Context: an optimization exercise on an open-source flow, tuned for small area, a short achievable clock period and few clock cycles per item. The choices shown serve that exercise and are no tape-out recipe.
Power figures rest on the tool's default switching activity, not on a simulated workload.

## the baseline
==> flow/design.v <==
module snake_body_engine #(
   parameter int MAX_LEN  = 128,
   parameter int X_W      = 8,
   parameter int Y_W      = 7,
   parameter int GRID_W   = 160,
   parameter int GRID_H   = 120,
   parameter int INIT_LEN = 10,
   parameter int INIT_X   = 80,
   parameter int INIT_Y   = 60,
   localparam int LW      = $clog2(MAX_LEN + 1)
) (
   input  logic           clock,
   input  logic           resetn,
   input  logic           step,
   input  logic           dir_valid,
   input  logic [1:0]     dir_in,
   input  logic           grow_valid,
   input  logic [3:0]     grow_amt,
   input  logic [LW-1:0]  rd_idx,
   output logic [X_W-1:0] rd_x,
   output logic [Y_W-1:0] rd_y,
   output logic           rd_valid,
   output logic [X_W-1:0] head_x,
   output logic [Y_W-1:0] head_y,
   output logic [LW-1:0]  length,
   output logic           busy,
   output logic           step_done,
   output logic           endgame
);
   localparam int IW = $clog2(MAX_LEN);
   localparam logic [X_W-1:0] XM = X_W'(GRID_W - 1);
   localparam logic [Y_W-1:0] YM = Y_W'(GRID_H - 1);
   localparam int NC = (MAX_LEN - 1) / 2;   
   logic [X_W-1:0] seg_x [MAX_LEN];
   logic [Y_W-1:0] seg_y [MAX_LEN];
   logic [1:0] dir, dir_pend;
   logic [7:0] pending, sat;
   logic [8:0] sum;
   logic [X_W-1:0] nx, hx_n;       
   logic [Y_W-1:0] ny, hy_n;
   logic [1:0] dp_n;
   logic off, full, grows, hit, dead, acc, move;
   logic [NC-1:0] cmp;
   assign head_x = seg_x[0];
   assign head_y = seg_y[0];
   assign busy = 1'b0;
   assign endgame = dead;
   always_comb begin
      sum = {1'b0, pending} + {5'b0, grow_valid ? grow_amt : 4'd0};
      sat = sum[8] ? 8'hff : sum[7:0];
      full = length == LW'(MAX_LEN);
      grows = !full && sat != 8'd0;
      cmp[0] = dir_pend == ~dir;
      for (int c = 1; c < NC; c++)
         cmp[c] = &(~(seg_x[2*c+1] ^ nx) | ~X_W'((1 << $clog2(2*c+3)) - 1)) &&
                  &(~(seg_y[2*c+1] ^ ny) | ~Y_W'((1 << $clog2(2*c+3)) - 2)) &&
                  (length > LW'(2*c+2) || (grows && length == LW'(2*c+2)));
      hit = |cmp;
      acc = step && !dead;
      move = acc && !off;
      hx_n = move ? nx : seg_x[0];
      hy_n = move ? ny : seg_y[0];
      dp_n = !dead && dir_valid && dir_in != ~dir ? dir_in : dir_pend;
      rd_valid = rd_idx < length;
      rd_x = seg_x[rd_idx[IW-1:0]];
      rd_y = seg_y[rd_idx[IW-1:0]];
   end
   always_ff @(posedge clock) begin
      if (!resetn || move) begin
         seg_x[0] <= !resetn ? X_W'(INIT_X) : nx;
         seg_y[0] <= !resetn ? Y_W'(INIT_Y) : ny;
         for (int i = 1; i < MAX_LEN; i++) begin
            seg_x[i] <= !resetn && i < INIT_LEN ? X_W'(INIT_X - i) : seg_x[i-1];
            seg_y[i] <= !resetn && i < INIT_LEN ? Y_W'(INIT_Y) : seg_y[i-1];
         end
      end
   end
   always_ff @(posedge clock) begin
      if (!resetn) begin
         dir <= 2'b01;
         dir_pend <= 2'b01;
         nx <= X_W'(INIT_X + 1);
         ny <= Y_W'(INIT_Y);
         off <= 1'b0;
         length <= LW'(INIT_LEN);
         pending <= '0;
         step_done <= 1'b0;
         dead <= 1'b0;
      end else begin
         step_done <= move && !hit;
         if (!dead) begin
            nx <= dp_n == 2'b01 ? hx_n + X_W'(1) : dp_n == 2'b10 ? hx_n - X_W'(1) : hx_n;
            ny <= dp_n == 2'b11 ? hy_n + Y_W'(1) : dp_n == 2'b00 ? hy_n - Y_W'(1) : hy_n;
            off <= (dp_n == 2'b00 && hy_n == '0) || (dp_n == 2'b01 && hx_n == XM) ||
                   (dp_n == 2'b10 && hx_n == '0) || (dp_n == 2'b11 && hy_n == YM);
         end
         if (!dead) begin
            dir_pend <= dp_n;
            pending <= sat;
         end
         if (acc) begin
            dir <= dir_pend;
            if (off) dead <= 1'b1;
            else begin
               length <= length + (grows ? LW'(1) : '0);
               pending <= full ? '0 : grows ? sat - 8'd1 : sat;
               if (hit) dead <= 1'b1;
            end
         end
      end
   end
endmodule
clock: 10.0 ns
lec_check: 0
abc_area: 1
cap_margin: 40
core_margin: 2
core_utilization: 45
setup_slack_margin: 4
slew_margin: 40
run.sh (not shown) runs the stock make flow with config.mk's settings and CLKGATE_MAP_FILE= SYNTH_SCRIPT=/design/flow/synth_recipe.tcl, a recipe that flattens the netlist after the stock synthesis.
Changes in the candidate relative to the baseline:
diff --git a/flow/design.v b/flow/design.v
--- a/flow/design.v
+++ b/flow/design.v
@@ -52,8 +52,7 @@
       grows = !full && sat != 8'd0;
       cmp[0] = dir_pend == ~dir;
       for (int c = 1; c < NC; c++)
-         cmp[c] = &(~(seg_x[2*c+1] ^ nx) | ~X_W'((1 << $clog2(2*c+3)) - 1)) &&
-                  &(~(seg_y[2*c+1] ^ ny) | ~Y_W'((1 << $clog2(2*c+3)) - 2)) &&
+         cmp[c] = seg_x[2*c+1] == nx && seg_y[2*c+1] == ny &&
                   (length > LW'(2*c+2) || (grows && length == LW'(2*c+2)));
       hit = |cmp;
       acc = step && !dead;
--- outcome ---
- Compared with the baseline, in the candidate clock power share rose 3.4 points; fraction of standard cell area in multi-input logic saw an increase; number of multi-input combinational cells higher.
- Between the candidate and the baseline, the difference in area share of fa/ha/maj cells after synthesis is negligible.
- STATUS design internal power: the candidate wins against the baseline
- Against the baseline, the final cell area of the candidate is higher.
- Looking at ratio of final minimum period to clock period across the candidate and the baseline, the one that comes out lower is the baseline.
- Summary: with the baseline as the reference, clock power in the candidate moved up by a few percent.
- The candidate vs. the baseline: layout-stage area growth over the synthesis result went up by 0.67 points.
- The number of antenna cells inserted reported for the candidate is greater than that of the baseline by 32.
- For area of placed instances, dividing the value from the candidate by the value from the baseline gives 1.12.
- The candidate against the baseline; die area is up by more than 10%.
- [compare] base=the baseline new=the candidate: initial core utilization went down 0.28 points; initial antenna violation count saw an increase.
No run of this note included a check of the RTL's function; only the layout flow was run.

[port drivers added, routing unchanged]
No port has a modelled driver above. Below, the same layouts with a new extraction and two added sets of constraints. Step 1 assumes that a clkbuf_16 drives the clock port and a buf_2 every other input. Step 2 also shifts input and output timing later by t, the mid clock arrival at the registers, as if the neighbouring blocks saw the same clock. a / b / c = no drivers / after step 1 / after step 2; a / b = the first two.
run	shift t [ns]	setup WS [ns]	worst data-port slew with drivers (ns)
the baseline	0.945	3.016 / 2.928 / 2.928	0.10
the candidate	0.967	2.592 / 2.544 / 2.544	0.11
After both steps every run listed still meets setup and hold. For the baseline, which loses most, drivers alone change the setup slack by -0.088 ns; drivers and shift together by -0.088 ns.
